This is an optimization exercise on Yosys and OpenROAD, whose aim is small area, a short achievable clock period and few clock cycles, not a production implementation.
The RTL was checked by simulation tests, not by an equivalence proof against the original design.
Power figures rest on the tool's default switching activity, not on a simulated workload.

## rhythm_slot_regularity_tracker_unit
module rhythm_slot_regularity_tracker_unit (
    input  wire logic                 aclk,
    input  wire logic                 aresetn,
    input  wire logic                 s_valid,
    output logic                      s_ready,
    input  rsrt_pkg::rsrt_in_t             s_data,
    output logic                      m_valid,
    input  wire logic                 m_ready,
    output rsrt_pkg::rsrt_out_t                 m_data,
    input  wire logic                 cfg_valid,
    output logic                      cfg_ready,
    input  wire logic [rsrt_pkg::CFG_IDX_W-1:0] cfg_index,
    input  wire logic [15:0]          cfg_data
);
For scale: ~75 I/O pins, about 0.033 sq mm of cells after synthesis.
==> flow/config.mk <==
export PLATFORM = sky130hd
export DESIGN_NAME = rhythm_slot_regularity_tracker_unit
export DESIGN_NICKNAME = rhythm_slot_regularity_tracker_unit
export VERILOG_FILES = /design/flow/design.v
export SDC_FILE = /design/flow/constraint.sdc
export NUM_CORES = 4
export LEC_CHECK = 0
export CAP_MARGIN = 20
export CORE_MARGIN = 2
export CORE_UTILIZATION = 40
export SLEW_MARGIN = 20
==> flow/constraint.sdc <==
create_clock -name core_clock -period 10.0 [get_ports {aclk}]
set_input_delay 2.0000 -clock core_clock [delete_from_list [all_inputs] [get_ports {aclk}]]
set_output_delay 2.0000 -clock core_clock [all_outputs]
set_load 0.01 [all_outputs]
run.sh (not shown) runs the stock make flow with config.mk's settings and CLKGATE_MAP_FILE= SYNTH_SCRIPT=/design/flow/synth_recipe.tcl, a recipe that flattens the netlist after the stock synthesis.
The baseline produced a clean layout.
Testbench counts at the start, summed over its fixed seeds: cycles 24,435.
Change:
Settings changed: CORE_UTILIZATION 40 to 60, PLACE_DENSITY from default to 0.7.
After rerunning:
- setup slack got worse by 370 ps
- design area came out lower by about 0.8%
- critical path depth came out lower by 4
- via count rises by about 4%
- clock-buffer cell count went down by 14
- non-clock buffer count came out lower by 9
- routed wire length went up by about 3%
- fmax decreases by about 8%


rhythm_slot_regularity_tracker_unit, a different RTL version from the one above (not shown whole).
Size: roughly 510 flip-flops, ~75 I/O pins.
Settings: LEC_CHECK=0, CAP_MARGIN=20, CORE_MARGIN=2, CORE_UTILIZATION=40, SLEW_MARGIN=20; clock period 10.0 ns.
The first run completed without violations.
Testbench counts at the start, summed over its fixed seeds: cycles 24,427.
Next try:
--- a/flow/config.mk
+++ b/flow/config.mk
@@ -6,6 +6,8 @@
 export NUM_CORES = 4
 export LEC_CHECK = 0
-export CAP_MARGIN = 20
+export CAP_MARGIN = 60
 export CORE_MARGIN = 2
 export CORE_UTILIZATION = 40
-export SLEW_MARGIN = 20
+export SETUP_SLACK_MARGIN = 5
+export SLEW_MARGIN = 60
+export TNS_END_PERCENT = 100
After rerunning: The new run went through all stages and came out clean; final cell count increases by 0.91%; global-route usage barely changes; core utilization increases by 0.92 points; worst hold slack hardly moves; clock skew hardly moves; worst setup slack improved by 0.11 ns; design area increases by 2.0%; first-iteration DRC count increases by 13%; via count increases by 0.77%; register-to-register slack improved by 0.11 ns.


rhythm_slot_regularity_tracker_unit, a different RTL version from the one above (not shown whole).
Size in the first run: about 3100 cells after synthesis, ~540 flip-flops, ~75 I/O pins, roughly 0.032 mm2 of cells after synthesis.
## rhythm_slot_regularity_tracker_unit
module rhythm_slot_regularity_tracker_unit (
    input  wire logic                 aclk,
    input  wire logic                 aresetn,
    input  wire logic                 s_valid,
    output logic                      s_ready,
    input  rsrt_pkg::rsrt_in_t             s_data,
    output logic                      m_valid,
    input  wire logic                 m_ready,
    output rsrt_pkg::rsrt_out_t                 m_data,
    input  wire logic                 cfg_valid,
    output logic                      cfg_ready,
    input  wire logic [rsrt_pkg::CFG_IDX_W-1:0] cfg_index,
    input  wire logic [15:0]          cfg_data
);
make LEC_CHECK=0 CAP_MARGIN=20 CORE_MARGIN=2 CORE_UTILIZATION=40 SLEW_MARGIN=20 finish   # period 10.0 ns
The baseline finished with timing, DRC and antenna clean.
Testbench counts at the start, summed over its fixed seeds: cycles 24,427.
Then changed:
- CORE_UTILIZATION: 40 -> 70
- PLACE_DENSITY: unset -> 0.8
- SETUP_SLACK_MARGIN: unset -> 5
What happened:
- fmax came out higher by 9.4%
- non-clock buffer count decreases by 18
- sequential share of layout area rises by 0.99 points


Another version of the RTL of rhythm_slot_regularity_tracker_unit (not shown whole).
export LEC_CHECK = 0
export CAP_MARGIN = 20
export CORE_MARGIN = 2
export CORE_UTILIZATION = 70
export PLACE_DENSITY = 0.8
export SLEW_MARGIN = 20
create_clock -name core_clock -period 10.0 [get_ports {aclk}]
Testbench counts at the start, summed over its fixed seeds: cycles 24,435.
==> next run, changes <==
- CORE_UTILIZATION: 70 -> 40
- PLACE_DENSITY: 0.8 -> not set
Result: Non-clock buffer count rises by 4. Utilization falls by 33 points. Sequential power barely changes. Routed wire length falls slightly. Worst setup slack gets better by 0.059 ns. Count of clock-buffer cells in the layout rises by 7. Via count falls by a little under a tenth.
==> next run, changes <==
- ABC_AREA: not set -> 1
- The new run ran to the end with no violations
- clock skew shrinks by 0.023 ns
- critical path depth grows by 6
- die area came out higher by 2.5%
- design area went up by 1.6%
- count of clock-buffer cells in the layout does not change
- global-route usage fell by 1.2 points
- cell count rises by 16%

==> what the ideal ports hide <==
How much do the figures lean on ideal ports? The routed layouts below were timed once more, with nothing changed but the port constraints.
Step 1 sets driving cells, clkbuf_16 on the clock port and buf_2 on the other inputs (assumed; they add their load-dependent delay and slew).
Step 2 also shifts input and output timing later by t, the mid clock arrival at the registers, as if the neighbouring blocks saw the same clock.
Slacks: no drivers / after step 1 / after step 2; pairs: no drivers / after step 1.
run | shift t [ns] | setup WS [ns] | worst setup path after step 2
the first run of note 1 | 0.707 | 5.574 / 5.574 / 5.325 | input to register
the second run of note 1 | 0.689 | 5.206 / 5.206 / 5.002 | input to register
the first run of note 2 | 0.677 | 5.079 / 5.079 / 5.079 | register to register
the second run of note 2 | 0.677 | 5.184 / 5.184 / 5.184 | register to register
the first run of note 3 | 0.715 | 4.820 / 4.820 / 4.820 | register to register
the second run of note 3 | 0.686 | 5.267 / 5.267 / 4.973 | input to register
the first run of note 4 | 0.684 | 5.412 / 5.413 / 5.298 | input to register
the second run of note 4 | 0.693 | 5.472 / 5.472 / 5.388 | input to register
the third run of note 4 | 0.698 | 5.503 / 5.503 / 5.435 | input to register
After both steps setup and hold are still met in every run listed. The setup slack of the second run of note 3, which loses most, moves by 0.000 ns with the drivers and by -0.294 ns with both steps.
